Source: an optimization exercise on an open RTL-to-GDS flow (aim: small area, a short achievable clock period and few clock cycles). Production flows keep margins and buffers that such runs may drop. Only simulation tests tie the RTL to the original design; equivalence was not proved. Power figures rest on the tool's default switching activity, not on a simulated workload.

$ cat flow/design.v
package rv_pkg;
  typedef struct packed {
    logic [6:0]                opcode;
    logic [2:0]                funct3;
    logic [6:0]                funct7;
    logic [5-1:0] rs1;
    logic [5-1:0] rs2;
    logic [5-1:0] rd;
    logic [32-1:0]       i_imm;
    logic [32-1:0]       s_imm;
    logic [32-1:0]       u_imm;
  } instr_t;
  typedef enum logic [3:0] {
    ALU_ADD,
    ALU_SUB,
    ALU_SLL,
    ALU_SLT,
    ALU_SLTU,
    ALU_XOR,
    ALU_SRL,
    ALU_SRA,
    ALU_OR,
    ALU_AND
  } alu_op_t;
  typedef enum logic [1:0] {
    OP2_REG,
    OP2_IMM_I,
    OP2_IMM_S
  } op2_sel_t;
  typedef enum logic [1:0] {
    WB_ALU,
    WB_UIMM,
    WB_MEM
  } wb_sel_t;
  typedef struct packed {
    alu_op_t  alu_op;
    op2_sel_t op2_sel;
    wb_sel_t  wb_sel;
    logic     reg_write;
    logic     mem_read;
    logic     mem_write;
  } ctrl_t;
  typedef enum logic [1:0] {
    FWD_NONE,
    FWD_EXMEM,
    FWD_MEMWB
  } fwd_sel_t;
endpackage
`timescale 1ns/1ps
module hazard_ctrl (
  input  logic                      icache_read,
  input  logic                      icache_resp,
  input  logic                      dcache_read,
  input  logic                      dcache_write,
  input  logic                      dcache_resp,
  input  logic [5-1:0] idex_rs1,
  input  logic [5-1:0] idex_rs2,
  input  logic [5-1:0] exmem_rd,
  input  logic [5-1:0] memwb_rd,
  input  logic                      exmem_wr,
  input  logic                      memwb_wr,
  input  logic [5-1:0] exmem_rs2,
  output logic                      advance,
  output rv_pkg::fwd_sel_t          fwd_a_sel,
  output rv_pkg::fwd_sel_t          fwd_b_sel,
  output logic                      fwd_store
);
  logic icache_stall;
  logic dcache_stall;
  function automatic rv_pkg::fwd_sel_t pick_source(
    input logic [5-1:0] rs,
    input logic [5-1:0] ex_rd,
    input logic                      ex_wr,
    input logic [5-1:0] wb_rd,
    input logic                      wb_wr
  );
    if (ex_wr && ex_rd != '0 && ex_rd == rs) begin
      pick_source = rv_pkg::FWD_EXMEM;
    end else if (wb_wr && wb_rd != '0 && wb_rd == rs) begin
      pick_source = rv_pkg::FWD_MEMWB;
    end else begin
      pick_source = rv_pkg::FWD_NONE;
    end
  endfunction
  assign icache_stall = icache_read & ~icache_resp;
  assign dcache_stall = (dcache_read | dcache_write) & ~dcache_resp;
  assign advance      = ~icache_stall & ~dcache_stall;
  assign fwd_a_sel = pick_source(idex_rs1, exmem_rd, exmem_wr, memwb_rd, memwb_wr);
  assign fwd_b_sel = pick_source(idex_rs2, exmem_rd, exmem_wr, memwb_rd, memwb_wr);
  assign fwd_store = dcache_write & memwb_wr & (memwb_rd != '0) & (memwb_rd == exmem_rs2);
endmodule
`timescale 1ns/1ps
module fetch_stage (
  input  logic                clk,
  input  logic                rst_n,
  input  logic                advance,
  input  logic [32-1:0] icache_rdata,
  output logic [32-1:0] icache_address,
  output logic                icache_read,
  output rv_pkg::instr_t      ifid_instr,
  output logic                ifid_valid
);
  logic [32-1:0] pc;
  logic                fetch_en;
  function automatic rv_pkg::instr_t decode_word(input logic [32-1:0] word);
    rv_pkg::instr_t d;
    d.opcode = word[6:0];
    d.funct3 = word[14:12];
    d.funct7 = word[31:25];
    d.rs1    = word[19:15];
    d.rs2    = word[24:20];
    d.rd     = word[11:7];
    d.i_imm  = {{21{word[31]}}, word[30:20]};
    d.s_imm  = {{21{word[31]}}, word[30:25], word[11:7]};
    d.u_imm  = {word[31:12], 12'h000};
    decode_word = d;
  endfunction
  always_ff @(posedge clk) begin
    if (!rst_n) begin
      fetch_en <= 1'b0;
    end else begin
      fetch_en <= 1'b1;
    end
  end
  assign icache_read    = fetch_en;
  assign icache_address = {pc[32-1:2], 2'b00};
  always_ff @(posedge clk) begin
    if (!rst_n) begin
      pc         <= '0;
      ifid_valid <= 1'b0;
    end else if (advance) begin
      if (fetch_en) begin
        pc <= pc + 32'd4;
      end
      ifid_valid <= fetch_en;
    end
  end
  always_ff @(posedge clk) begin
    if (advance) begin
      ifid_instr <= decode_word(icache_rdata);
    end
  end
endmodule
`timescale 1ns/1ps
module decode_stage (
  input  logic                      clk,
  input  logic                      rst_n,
  input  logic                      advance,
  input  rv_pkg::instr_t            ifid_instr,
  input  logic                      ifid_valid,
  input  logic [5-1:0] wb_rd,
  input  logic [32-1:0]       wb_data,
  input  logic                      wb_en,
  output rv_pkg::instr_t            idex_instr,
  output rv_pkg::ctrl_t             idex_ctrl,
  output logic [32-1:0]       idex_rs1_data,
  output logic [32-1:0]       idex_rs2_data,
  output logic                      idex_valid
);
  logic [32-1:0] regs [32];
  rv_pkg::ctrl_t       ctrl;
  logic [32-1:0] rs1_data;
  logic [32-1:0] rs2_data;
  function automatic rv_pkg::alu_op_t alu_from_funct(input logic [2:0] funct3, input logic alt);
    case (funct3)
      3'b000:  alu_from_funct = alt ? rv_pkg::ALU_SUB : rv_pkg::ALU_ADD;
      3'b001:  alu_from_funct = rv_pkg::ALU_SLL;
      3'b010:  alu_from_funct = rv_pkg::ALU_SLT;
      3'b011:  alu_from_funct = rv_pkg::ALU_SLTU;
      3'b100:  alu_from_funct = rv_pkg::ALU_XOR;
      3'b101:  alu_from_funct = alt ? rv_pkg::ALU_SRA : rv_pkg::ALU_SRL;
      3'b110:  alu_from_funct = rv_pkg::ALU_OR;
      default: alu_from_funct = rv_pkg::ALU_AND;
    endcase
  endfunction
  always_comb begin
    ctrl.alu_op    = rv_pkg::ALU_ADD;
    ctrl.op2_sel   = rv_pkg::OP2_REG;
    ctrl.wb_sel    = rv_pkg::WB_ALU;
    ctrl.reg_write = 1'b0;
    ctrl.mem_read  = 1'b0;
    ctrl.mem_write = 1'b0;
    case (ifid_instr.opcode)
      7'b0010011: begin
        ctrl.alu_op    = alu_from_funct(ifid_instr.funct3,
                                        ifid_instr.funct7[5] && ifid_instr.funct3 == 3'b101);
        ctrl.op2_sel   = rv_pkg::OP2_IMM_I;
        ctrl.reg_write = 1'b1;
      end
      7'b0110011: begin
        ctrl.alu_op    = alu_from_funct(ifid_instr.funct3, ifid_instr.funct7[5]);
        ctrl.reg_write = 1'b1;
      end
      7'b0110111: begin
        ctrl.wb_sel    = rv_pkg::WB_UIMM;
        ctrl.reg_write = 1'b1;
      end
      7'b0000011: begin
        ctrl.op2_sel   = rv_pkg::OP2_IMM_I;
        ctrl.wb_sel    = rv_pkg::WB_MEM;
        ctrl.reg_write = 1'b1;
        ctrl.mem_read  = 1'b1;
      end
      7'b0100011: begin
        ctrl.op2_sel   = rv_pkg::OP2_IMM_S;
        ctrl.mem_write = (ifid_instr.funct3 == 3'b000 || ifid_instr.funct3 == 3'b001 ||
                          ifid_instr.funct3 == 3'b010);
      end
      default: begin
      end
    endcase
  end
  always_comb begin
    if (ifid_instr.rs1 == '0) begin
      rs1_data = '0;
    end else if (wb_en && wb_rd == ifid_instr.rs1) begin
      rs1_data = wb_data;
    end else begin
      rs1_data = regs[ifid_instr.rs1];
    end
    if (ifid_instr.rs2 == '0) begin
      rs2_data = '0;
    end else if (wb_en && wb_rd == ifid_instr.rs2) begin
      rs2_data = wb_data;
    end else begin
      rs2_data = regs[ifid_instr.rs2];
    end
  end
  always_ff @(posedge clk) begin
    if (wb_en && wb_rd != '0) begin
      regs[wb_rd] <= wb_data;
    end
  end
  always_ff @(posedge clk) begin
    if (!rst_n) begin
      idex_valid <= 1'b0;
    end else if (advance) begin
      idex_valid <= ifid_valid;
    end
  end
  always_ff @(posedge clk) begin
    if (advance) begin
      idex_instr    <= ifid_instr;
      idex_ctrl     <= ctrl;
      idex_rs1_data <= rs1_data;
      idex_rs2_data <= rs2_data;
    end
  end
endmodule
`timescale 1ns/1ps
module execute_stage (
  input  logic                clk,
  input  logic                rst_n,
  input  logic                advance,
  input  rv_pkg::instr_t      idex_instr,
  input  rv_pkg::ctrl_t       idex_ctrl,
  input  logic [32-1:0] idex_rs1_data,
  input  logic [32-1:0] idex_rs2_data,
  input  logic                idex_valid,
  input  rv_pkg::fwd_sel_t    fwd_a_sel,
  input  rv_pkg::fwd_sel_t    fwd_b_sel,
  input  logic [32-1:0] exmem_fwd_value,
  input  logic [32-1:0] memwb_fwd_value,
  output rv_pkg::instr_t      exmem_instr,
  output rv_pkg::ctrl_t       exmem_ctrl,
  output logic [32-1:0] exmem_result,
  output logic [32-1:0] exmem_store_data,
  output logic                exmem_valid
);
  logic [32-1:0] op_a;
  logic [32-1:0] rs2_val;
  logic [32-1:0] op_b;
  logic [32-1:0] result;
  logic [4:0]          shamt;
  function automatic logic [32-1:0] fwd_pick(
    input rv_pkg::fwd_sel_t    sel,
    input logic [32-1:0] reg_val,
    input logic [32-1:0] ex_val,
    input logic [32-1:0] wb_val
  );
    case (sel)
      rv_pkg::FWD_EXMEM: fwd_pick = ex_val;
      rv_pkg::FWD_MEMWB: fwd_pick = wb_val;
      default:           fwd_pick = reg_val;
    endcase
  endfunction
  assign op_a    = fwd_pick(fwd_a_sel, idex_rs1_data, exmem_fwd_value, memwb_fwd_value);
  assign rs2_val = fwd_pick(fwd_b_sel, idex_rs2_data, exmem_fwd_value, memwb_fwd_value);
  always_comb begin
    case (idex_ctrl.op2_sel)
      rv_pkg::OP2_IMM_I: op_b = idex_instr.i_imm;
      rv_pkg::OP2_IMM_S: op_b = idex_instr.s_imm;
      default:           op_b = rs2_val;
    endcase
  end
  assign shamt = op_b[4:0];
  always_comb begin
    case (idex_ctrl.alu_op)
      rv_pkg::ALU_SUB:  result = op_a - op_b;
      rv_pkg::ALU_SLL:  result = op_a << shamt;
      rv_pkg::ALU_SLT:  result = {{(32-1){1'b0}}, $signed(op_a) < $signed(op_b)};
      rv_pkg::ALU_SLTU: result = {{(32-1){1'b0}}, op_a < op_b};
      rv_pkg::ALU_XOR:  result = op_a ^ op_b;
      rv_pkg::ALU_SRL:  result = op_a >> shamt;
      rv_pkg::ALU_SRA:  result = $unsigned($signed(op_a) >>> shamt);
      rv_pkg::ALU_OR:   result = op_a | op_b;
      rv_pkg::ALU_AND:  result = op_a & op_b;
      default:          result = op_a + op_b;
    endcase
    if (idex_ctrl.wb_sel == rv_pkg::WB_UIMM) begin
      result = idex_instr.u_imm;
    end
  end
  always_ff @(posedge clk) begin
    if (!rst_n) begin
      exmem_valid <= 1'b0;
    end else if (advance) begin
      exmem_valid <= idex_valid;
    end
  end
  always_ff @(posedge clk) begin
    if (advance) begin
      exmem_instr      <= idex_instr;
      exmem_ctrl       <= idex_ctrl;
      exmem_result     <= result;
      exmem_store_data <= rs2_val;
    end
  end
endmodule
`timescale 1ns/1ps
module mem_stage (
  input  logic                      clk,
  input  logic                      rst_n,
  input  logic                      advance,
  input  rv_pkg::instr_t            exmem_instr,
  input  rv_pkg::ctrl_t             exmem_ctrl,
  input  logic [32-1:0]       exmem_result,
  input  logic [32-1:0]       exmem_store_data,
  input  logic                      exmem_valid,
  input  logic                      fwd_store,
  input  logic [32-1:0]       dcache_rdata,
  output logic [32-1:0]       dcache_address,
  output logic                      dcache_read,
  output logic                      dcache_write,
  output logic [32-1:0]       dcache_wdata,
  output logic [4-1:0]      dcache_mbe,
  output logic [32-1:0]       exmem_fwd_value,
  output logic [32-1:0]       memwb_fwd_value,
  output logic [5-1:0] wb_rd,
  output logic [32-1:0]       wb_data,
  output logic                      wb_en
);
  logic [1:0]                byte_off;
  logic [32-1:0]       store_val;
  logic [32-1:0]       load_shifted;
  logic [32-1:0]       load_data;
  logic                      memwb_valid;
  rv_pkg::ctrl_t             memwb_ctrl;
  logic [5-1:0] memwb_rd;
  logic [32-1:0]       memwb_result;
  logic [32-1:0]       memwb_load_data;
  assign byte_off       = exmem_result[1:0];
  assign dcache_address = {exmem_result[32-1:2], 2'b00};
  assign dcache_read    = exmem_valid & exmem_ctrl.mem_read;
  assign dcache_write   = exmem_valid & exmem_ctrl.mem_write;
  assign store_val = fwd_store ? wb_data : exmem_store_data;
  always_comb begin
    dcache_wdata = store_val << {byte_off, 3'b000};
    case (exmem_instr.funct3[1:0])
      2'b00:   dcache_mbe = 4'b0001 << byte_off;
      2'b01:   dcache_mbe = 4'b0011 << byte_off;
      2'b10: begin
        dcache_wdata = store_val;
        dcache_mbe   = 4'b1111;
      end
      default: dcache_mbe = 4'b0000;
    endcase
  end
  always_comb begin
    load_shifted = dcache_rdata >> {byte_off, 3'b000};
    case (exmem_instr.funct3)
      3'b000:  load_data = {{24{load_shifted[7]}}, load_shifted[7:0]};
      3'b001:  load_data = {{16{load_shifted[15]}}, load_shifted[15:0]};
      3'b100:  load_data = {24'b0, load_shifted[7:0]};
      3'b101:  load_data = {16'b0, load_shifted[15:0]};
      default: load_data = dcache_rdata;
    endcase
  end
  always_comb begin
    case (exmem_ctrl.wb_sel)
      rv_pkg::WB_MEM:  exmem_fwd_value = load_data;
      default:         exmem_fwd_value = exmem_result;
    endcase
  end
  always_ff @(posedge clk) begin
    if (!rst_n) begin
      memwb_valid <= 1'b0;
    end else if (advance) begin
      memwb_valid <= exmem_valid;
    end
  end
  always_ff @(posedge clk) begin
    if (advance) begin
      memwb_ctrl      <= exmem_ctrl;
      memwb_rd        <= exmem_instr.rd;
      memwb_result    <= exmem_result;
      memwb_load_data <= load_data;
    end
  end
  always_comb begin
    case (memwb_ctrl.wb_sel)
      rv_pkg::WB_MEM:  wb_data = memwb_load_data;
      default:         wb_data = memwb_result;
    endcase
  end
  assign wb_rd           = memwb_rd;
  assign wb_en           = memwb_valid & memwb_ctrl.reg_write;
  assign memwb_fwd_value = wb_data;
endmodule
`timescale 1ns/1ps
module rv_core (
  input  logic                 clk,
  input  logic                 rst_n,
  input  logic                 icache_resp,
  input  logic [32-1:0]  icache_rdata,
  output logic [32-1:0]  icache_address,
  output logic                 icache_read,
  input  logic                 dcache_resp,
  input  logic [32-1:0]  dcache_rdata,
  output logic [32-1:0]  dcache_address,
  output logic                 dcache_read,
  output logic                 dcache_write,
  output logic [32-1:0]  dcache_wdata,
  output logic [4-1:0] dcache_mbe
);
  logic                      advance;
  rv_pkg::fwd_sel_t          fwd_a_sel;
  rv_pkg::fwd_sel_t          fwd_b_sel;
  logic                      fwd_store;
  rv_pkg::instr_t            ifid_instr;
  logic                      ifid_valid;
  rv_pkg::instr_t            idex_instr;
  rv_pkg::ctrl_t             idex_ctrl;
  logic [32-1:0]       idex_rs1_data;
  logic [32-1:0]       idex_rs2_data;
  logic                      idex_valid;
  rv_pkg::instr_t            exmem_instr;
  rv_pkg::ctrl_t             exmem_ctrl;
  logic [32-1:0]       exmem_result;
  logic [32-1:0]       exmem_store_data;
  logic                      exmem_valid;
  logic [32-1:0]       exmem_fwd_value;
  logic [32-1:0]       memwb_fwd_value;
  logic [5-1:0] wb_rd;
  logic [32-1:0]       wb_data;
  logic                      wb_en;
  hazard_ctrl u_hazard (
    .icache_read  (icache_read),
    .icache_resp  (icache_resp),
    .dcache_read  (dcache_read),
    .dcache_write (dcache_write),
    .dcache_resp  (dcache_resp),
    .idex_rs1     (idex_instr.rs1),
    .idex_rs2     (idex_instr.rs2),
    .exmem_rd     (exmem_instr.rd),
    .memwb_rd     (wb_rd),
    .exmem_wr     (exmem_valid & exmem_ctrl.reg_write),
    .memwb_wr     (wb_en),
    .exmem_rs2    (exmem_instr.rs2),
    .advance      (advance),
    .fwd_a_sel    (fwd_a_sel),
    .fwd_b_sel    (fwd_b_sel),
    .fwd_store    (fwd_store)
  );
  fetch_stage u_fetch (.*);
  decode_stage u_decode (.*);
  execute_stage u_execute (.*);
  mem_stage u_mem (.*);
endmodule
$ cat flow/run.sh
#!/bin/bash
# synth_recipe.tcl (not shown) runs the flow's synth.tcl, then flattens the netlist and writes it again
# the make line also repeats each setting of config.mk as NAME=value (left out here)
make -C /OpenROAD-flow-scripts/flow DESIGN_CONFIG=/design/flow/config.mk WORK_HOME=/design/flow/orfs CLKGATE_MAP_FILE= SYNTH_SCRIPT=/design/flow/synth_recipe.tcl finish
$ cat flow/config.mk
export PLATFORM = sky130hd
export DESIGN_NAME = rv_core
export DESIGN_NICKNAME = rv_core
export VERILOG_FILES = /design/flow/design.v
export SDC_FILE = /design/flow/constraint.sdc
export NUM_CORES = 4
export LEC_CHECK = 0
export CAP_MARGIN = 20
export CORE_MARGIN = 2
export CORE_UTILIZATION = 40
export SLEW_MARGIN = 20
$ cat flow/constraint.sdc
create_clock -name core_clock -period 8.0 [get_ports {clk}]
set_input_delay 1.6000 -clock core_clock [delete_from_list [all_inputs] [get_ports {clk}]]
set_output_delay 1.6000 -clock core_clock [all_outputs]
set_load 0.01 [all_outputs]
==> results of run 1 <==
[power by group through the flow]
stage          sequential, mW  clock, mW  combinational (mW)
2_1_floorplan            8.73          0                3.00
3_3_place_gp             8.95          0                4.81
3_5_place_dp             8.95          0                4.82
4_1_cts                  8.81       7.11                4.83
5_1_grt                  8.82       7.39                5.21
6_report                 8.82       7.01                4.97
[cell usage in the layout, fill, tap and decap left out, types with 28 or more instances in the layout]
master,count
mux4_2,563
nand2_1,204
nor3_1,38
xnor2_1,67
clkdlybuf4s50_1,165
a211oi_1,99
conb_1,36
clkbuf_16,154
nand2b_1,32
xor2_1,29
clkbuf_1,29
ha_1,100
o211ai_1,35
inv_1,135
buf_4,166
nor2b_1,28
o221ai_1,34
clkinv_1,37
mux2_2,112
nor2_4,32
and2_1,35
a221oi_1,54
a21oi_1,223
edfxtp_1,1310
o21ai_0,120
a21o_1,32
nand3_1,46
o22ai_1,56
nor2_1,287
mux2i_1,376
dfxtp_1,35
[area by class of cell]
cell class,count,area [µm²],share of cell area (%)
Sequential cell,1345,40000,49.1
Antenna cell,3,7.51,0.00920
Inverter,146,566,0.693
Multi-Input combinational cell,2951,29900,36.6
Timing Repair Buffer,346,3190,3.91
Tap cell,2355,2950,3.61
Clock buffer,184,3970,4.86
Clock inverter,89,1000,1.23
[final timing paths]
check	end	slack, ns
max	u_execute.exmem_result[30]	1.20
max reg2reg	u_execute.exmem_result[30]	1.20
min	u_decode.idex_instr[97]	0.38
min reg2reg	u_decode.idex_instr[97]	0.38
[per-layer routing]
| layer | up-vias | part of all wire, % | track usage (%) |
|---|---|---|---|
| met5 | - | 0.067 | 0 |
| met4 | 12 | 4.8 | 12.1 |
| met3 | 534 | 10 | 6.79 |
| met2 | 2777 | 46 | 43.8 |
| met1 | 25300 | 39 | 38.6 |
| li1 | 19600 | - | - |
[state kept, by name, indices dropped and copies added (netlist names), 30 cells and up]
signal and count:
u_fetch.ifid_instr 32, u_execute.exmem_store_data 32, u_mem.memwb_load_data 32, u_decode.idex_rs1_data 32, u_decode.regs 1024, u_fetch.pc 30
u_decode.idex_rs2_data 32, u_execute.exmem_result 32, u_mem.memwb_result 32
[stage by stage]
| stage | instance area [µm²] | utilization (%) | worst slack (ns) | hold slack, ns | std cells |
|---|---|---|---|---|---|
| finish | 81600 | 45.7 | 1.20 | 0.376 | 7419 |
| global route | 81600 | 45.7 | 0.954 | 0.388 | 7416 |
| CTS | 81600 | 45.7 | 1.35 | 0.381 | 7414 |
| detailed placement | 76600 | 42.9 | 0.772 | 0.405 | 7141 |
| global placement | 76600 | 42.9 | 0.869 | 0.401 | 7141 |
| floorplan | 71900 | - | 0.943 | 0.400 | 4830 |
[cell families (layout without fill, tap and decap cells)]
kind of cell	Yosys count	after routing	synth area share [%]
fa+ha+maj	102	102	1.80
simple gates	800	800	5.16
flops	1345	1345	55.8
other cells	1	39	0.00522
compound gates	862	862	8.17
xor+xnor	96	96	1.17
buf+inv	534	765	3.20
mux	1055	1055	24.7
==> summary.txt, run 1 <==
count leader, synth = edfxtp_1
synth warn = 5
status = complete, no violations
post-CTS setup buffers = 0
Worst-Margin Slew = 1.19 ns
post-CTS resize count = 0
WP depth = 21
sequential-to-total area share from yosys stat = 55.8%
leading post-synthesis cells by cell area = edfxtp_1, mux4_2, mux2i_1
layout cells sized above 1 = 22.8%
vias in the first global route = 47200
first-pass GRT wire length = 367000 µm
Psw = 6.58 mW
Synth async-reset ratio = 0%
largest net degree at the start of global routing = 137
DR WL/cell = 35.4 µm
RSZ-0062 raised after global routing = no
critical-path cell list = nor2b_4 -> mux2i_1 -> inv_1 -> mux2i_1 -> a21bo_2 -> inv_12 -> ha_1 -> inv_1 -> fa_1 -> a21o_1 -> a21o_1 -> a31oi_1 -> o21ai_0 -> a211oi_1 -> buf_4 -> o211ai_1 -> o221ai_1 -> o31ai_1 -> xnor2_1 -> o22ai_1 -> o22a_1
part of the power in combinational logic = 23.9%
HP Start = u_fetch.ifid_instr[97]
Routed WL = 263000 µm
cell family with most CP delay = compound AO/OA/AOI/OAI gates
Seq cells post-synth = 1345
cell count of the worst reg-to-reg path = 21
P_leak = 28.0 nW
Period Utilization, post-route = 85.0%
synthesis-to-finish area growth = 13.7%
Final Skew = 0.0576 ns
clk latency of the worst-skew pair = 0.83 ns
GRT Overall Usage = 28.4%
Crit Reg-Reg Startpoint = u_mem.memwb_ctrl[3]
largest area contributor in the netlist = edfxtp_1
Synth top area share = 54.8%
TritonCTS clock tree = done
PD cells = 255 nW/µm²
GRT overflow = 0
die area = 183000 µm²
H-tree depth = 4
Placer Congestion = 1.03
Hold Crit Depth = 0
Worst Hold Class = reg -> reg
port bufs = 166
drt initial violations = 6898
DR DRC count = 0
Post-synth top flop = edfxtp_1
# rows = 155
filler instances = 15600
final antenna-violating net count = 0
initial antenna violation count = 10
Max Slew Vio Count = 0
initial cell density of the core = 40.2%
CP max stage cell = mux2i_1
die height = 428 µm
Int Pwr = 14.2 mW
core area = 178000 µm²
clock network fraction of total power = 33.7%
Final setup violation count = 0
Max VDD drop = 0.000264 V
Critical Path Source = u_mem.memwb_ctrl[3]
post-DP HPWL = 169000 µm
sequential power share = 42.4%
Worst EP arrival = 7.37 ns
Mapped Cells = 4795
worst-path fanout max = 14
DR pass1 iterations = 9
Buf/Inv on CP = 4
synthesized area = 71800 µm²
clk slew on worst S/H paths = 0.06 ns
critical path class = reg -> reg
setup_tns = 0 ns
Ports = 171
Slew Limit Headroom = 19.8%
Final min period = 6.80 ns
Fmax = 147 MHz
vias post-DR = 48300
EDFF count, synth = 1310
max-cap viol count = 0
Tot Pwr = 20.8 mW
Hold-fix buffers, CTS = 0
critical path data required time = 8.57 ns
slowest cell delay on critical path = 0.82 ns
Final Hold Viols = 0
Sw Share = 31.6%
Startpoint Class = register
CTS Sinks = 1345
final net count = 5110
total CTS buffers = 150
routed vias/inst = 6.50
synth unique cells = 95
Synth Area per Inst = 15.0 µm²
leading post-synthesis cells by instance count = edfxtp_1, mux4_2, mux2i_1
Critical Path Sink Type = register
Die X = 428 µm
Clock Tree Root = clkbuf_16
Max Buffers Root-to-Sink = 3
Testbench counts, summed over its fixed seeds: cycles 10,376.
==> run 2, diff against run 1 <==
--- a/flow/config.mk
+++ b/flow/config.mk
@@ -6,6 +6,8 @@
 export NUM_CORES = 4
 export LEC_CHECK = 0
+export ABC_CLOCK_PERIOD_IN_PS = 3000
 export CAP_MARGIN = 20
 export CORE_MARGIN = 2
 export CORE_UTILIZATION = 40
+export SETUP_SLACK_MARGIN = 4.5
 export SLEW_MARGIN = 20
==> run 2 against run 1 <==
  * Final area is 7.5% higher
  * Sequential power shrank 1%
  * Maximum frequency is 25% higher
  * Largest cell class unchanged
==> summary.txt, run 2 <==
vias post-DR = 50200 (was 48300)
routed vias/inst = 6.53 (was 6.50)
Final Skew = 0.0565 ns (was 0.0576 ns)
Clock Tree Root = clkbuf_16 (unchanged)
Fmax = 184 MHz (was 147 MHz)
largest area contributor in the netlist = edfxtp_1 (unchanged)
critical path data required time = 8.55 ns (was 8.57 ns)
synthesized area = 71800 µm² (unchanged)
critical path class = reg -> reg (unchanged)
slowest cell delay on critical path = 1.01 ns (was 0.82 ns)
complex-gate fraction of the synthesized area = 8.17% (unchanged)
Post-synth top flop = edfxtp_1 (unchanged)
Max VDD drop = 0.000211 V (was 0.000264 V)
synth warn = 5 (unchanged)
cell count of the worst reg-to-reg path = 16 (was 21)
port bufs = 166 (unchanged)
Hold Crit Depth = 0 (unchanged)
initial antenna violation count = 9 (was 10)
final net count = 5393 (was 5110)
Slew Limit Headroom = 22.9% (was 19.8%)
P_leak = 30.3 nW (was 28.0 nW)
GRT Overall Usage = 29.3% (was 28.4%)
post-synthesis mux area share = 24.7% (unchanged)
reg-to-reg endpoint = u_execute.exmem_result[28] (was u_execute.exmem_result[30])
synth unique cells = 95 (unchanged)
Seq cells post-synth = 1345 (unchanged)
cell family with most CP delay = compound AO/OA/AOI/OAI gates (unchanged)
status = complete, no violations (unchanged)
Ports = 171 (unchanged)
Synth Area per Inst = 15.0 µm² (unchanged)
DR DRC count = 0 (unchanged)
Period Utilization, post-route = 67.8% (was 85.0%)
Critical Path Sink Type = register (unchanged)
Routed WL = 274000 µm (was 263000 µm)
clk slew on worst S/H paths = 0.06 ns (about the same)
drt initial violations = 6884 (was 6898)
clk latency of the worst-skew pair = 0.83 ns (about the same)
DP Worst Slack = 0.948 ns (was 0.772 ns)
worst-path fanout max = 11 (was 14)
DR WL/cell = 35.6 µm (was 35.4 µm)
sequential-to-total area share from yosys stat = 55.8% (unchanged)
die height = 428 µm (unchanged)
setup_tns = 0 ns (unchanged)
worst hold endpoint = u_decode.idex_instr[98] (was u_decode.idex_instr[97])
Final min period = 5.42 ns (was 6.80 ns)
PD cells = 248 nW/µm² (was 255 nW/µm²)
commonest cells after routing, fill and taps aside = edfxtp_1, mux4_2, buf_4 (was edfxtp_1, mux4_2, mux2i_1)
EDFF count, synth = 1310 (unchanged)
most common cell after layout, fill and taps aside = edfxtp_1 (unchanged)
GRT overflow = 0 (unchanged)
CP max stage cell = a2111oi_0 (was mux2i_1)
largest net degree at the start of global routing = 149 (was 137)
Startpoint Class = register (unchanged)
HP Start = u_fetch.ifid_instr[98] (was u_fetch.ifid_instr[97])
initial cell density of the core = 40.2% (unchanged)
final antenna-violating net count = 0 (unchanged)
Worst EP arrival = 5.97 ns (was 7.37 ns)
H-tree depth = 4 (unchanged)
WP depth = 16 (was 21)
Reg with most FFs = u_decode.regs (unchanged)
Worst Hold Class = reg -> reg (unchanged)
post-route setup slack = 2.58 ns (was 1.20 ns)
Max Slew Vio Count = 0 (unchanged)
vias in the first global route = 48700 (was 47200)
die area = 183000 µm² (unchanged)
count leader, synth = edfxtp_1 (unchanged)
synthesis-to-finish area growth = 22.2% (was 13.7%)
Synth async-reset ratio = 0% (unchanged)
Final setup violation count = 0 (unchanged)
Simple-Gate Fraction of Synth Area = 5.16% (unchanged)
Die X = 428 µm (unchanged)
final core utilization = 49.2% (was 45.7%)
Synth top area share = 54.8% (unchanged)
total CTS buffers = 149 (was 150)
layout cells sized above 1 = 36.1% (was 22.8%)
Crit Reg-Reg Startpoint = u_mem.memwb_rd[2] (was u_mem.memwb_ctrl[3])
max FFs per register = 1024 (unchanged)
core area = 178000 µm² (unchanged)
Tot Pwr = 21.8 mW (was 20.8 mW)
Final Hold Viols = 0 (unchanged)
first-pass GRT wire length = 378000 µm (was 367000 µm)
Placer Congestion = 0.997 (was 1.03)
largest family of logic cells by synthesized area = multiplexers (unchanged)
RSZ-0062 raised after global routing = yes (was no)
Worst-Margin Slew = 1.13 ns (was 1.19 ns)
CTS Sinks = 1345 (unchanged)
critical-path cell list = buf_8 -> or3_4 -> o311a_4 -> nand4_4 -> buf_12 -> buf_16 -> buf_4 -> mux2i_2 -> mux2_2 -> inv_1 -> ha_2 -> o31ai_1 -> a2111oi_0 -> o221ai_1 -> a31oi_1 -> a21oi_1 (was nor2b_4 -> mux2i_1 -> inv_1 -> mux2i_1 -> a21bo_2 -> inv_12 -> ha_1 -> inv_1 -> fa_1 -> a21o_1 -> a21o_1 -> a31oi_1 -> o21ai_0 -> a211oi_1 -> buf_4 -> o211ai_1 -> o221ai_1 -> o31ai_1 -> xnor2_1 -> o22ai_1 -> o22a_1)
FF-to-FF setup slack = 2.58 ns (was 1.20 ns)
leading post-synthesis cells by instance count = edfxtp_1, mux4_2, mux2i_1 (unchanged)
DR pass1 iterations = 9 (unchanged)
Max Buffers Root-to-Sink = 3 (unchanged)
# rows = 155 (unchanged)
Hold-fix buffers, CTS = 0 (unchanged)
Mapped Cells = 4795 (unchanged)
TritonCTS clock tree = done (unchanged)
Synth Area in Adders = 1.80% (unchanged)
max-cap viol count = 0 (unchanged)
Synth Area in XOR/XNOR = 1.17% (unchanged)
Buf/Inv on CP = 5 (was 4)
post-DP HPWL = 167000 µm (was 169000 µm)
Fin Hold WS = 0.395 ns (was 0.376 ns)
leading post-synthesis cells by cell area = edfxtp_1, mux4_2, mux2i_1 (unchanged)
## run 2: cell counts after synthesis
No cell type changed its count.
## run 2: power by group
part           switching [mW]  leakage, nW  internal (mW)
clock                    2.99         2.34           3.84
combinational            3.87         15.5           2.38
sequential              0.217         12.5           8.50
## run 2: kinds of logic after synthesis
kind of cell,after synthesis
buf+inv,534
xor+xnor,96
simple gates,800
compound gates,862
flops,1345
fa+ha+maj,102
mux,1055
other cells,1
## run 2: final cells by class
type                            count  area, µm²
Antenna cell                        4       10.0
Fill cell                       15000      90700
Timing Repair inverter             11       58.8
Sequential cell                  1345      40000
Clock inverter                     83        961
Clock buffer                      180       3880
Timing Repair Buffer              617       6170
Multi-Input combinational cell   2953      33000
Inverter                          146        644
Tap cell                         2355       2950
## run 2: worst register-to-register path: cells and delay by family, from the launching register on
kind / cells / cell delay (ns)
compound gates: 6 / 2.17
mux: 2 / 0.83
buf+inv: 5 / 0.74
simple gates: 2 / 0.60
fa+ha+maj: 1 / 0.46
flops: 1 / 0.40
## run 2: how the worst max path moves through the flow
stage                   startpoint                         end
2_1_floorplan          dcache_resp       u_decode.idex_ctrl[0]
3_3_place_gp      dcache_rdata[31]  u_execute.exmem_result[24]
3_5_place_dp      dcache_rdata[31]  u_execute.exmem_result[31]
4_1_cts        u_mem.memwb_ctrl[3]  u_execute.exmem_result[31]
5_1_grt           dcache_rdata[22]  u_execute.exmem_result[28]
6_report         u_mem.memwb_rd[2]  u_execute.exmem_result[28]
## run 2: per-stage QoR
| stage | cell area (µm²) | instances |
|---|---|---|
| after global routing | 87800 | 7692 |
| after detailed placement | 77500 | 7121 |
| after global placement | 77500 | 7120 |
| after CTS | 86100 | 7606 |
| final | 87800 | 7694 |
| after floorplan | 73200 | 4830 |
## run 2: routing by layer
layer / track usage, % / wire [µm] / up-vias
met5: 0 / 7 / -
met4: 13.9 / 15700 / 2
met3: 6.09 / 28100 / 608
met2: 45.0 / 123000 / 3174
met1: 39.9 / 107000 / 26300
li1: - / - / 20200
## run 2: what timing repair did
action / 4_1_cts / 5_1_grt
gates cloned: 24 / 5
buffers inserted: 198 / 78
setup endpoints to repair: 152 / 96
resized for setup: 597 / 212
pin swaps: 108 / 113

==> port drivers added, routing unchanged <==
In the flow no input, the clock included, has a driving cell. The finished layouts below were timed again as built, in two steps. Step 1, drivers: a clkbuf_16 drives clk and a buf_2 each remaining input, both assumed. Step 2 also shifts input and output timing later by t, the mid clock arrival at the registers, as if the neighbouring blocks saw the same clock. a / b / c = ideal ports / drivers / drivers and shift; a / b = the first two.
| run | shift t [ns] | slack for setup (ns) | worst slew at a driven data input, ns |
|---|---|---|---|
| run 1 | 0.883 | 1.203 / 1.203 / 0.601 | 0.06 |
| run 2 | 0.883 | 2.576 / 2.576 / 1.773 | 0.06 |
After both steps setup and hold are still met in every run listed. For run 2, which loses most, drivers alone change the setup slack by 0.000 ns; drivers and shift together by -0.803 ns.
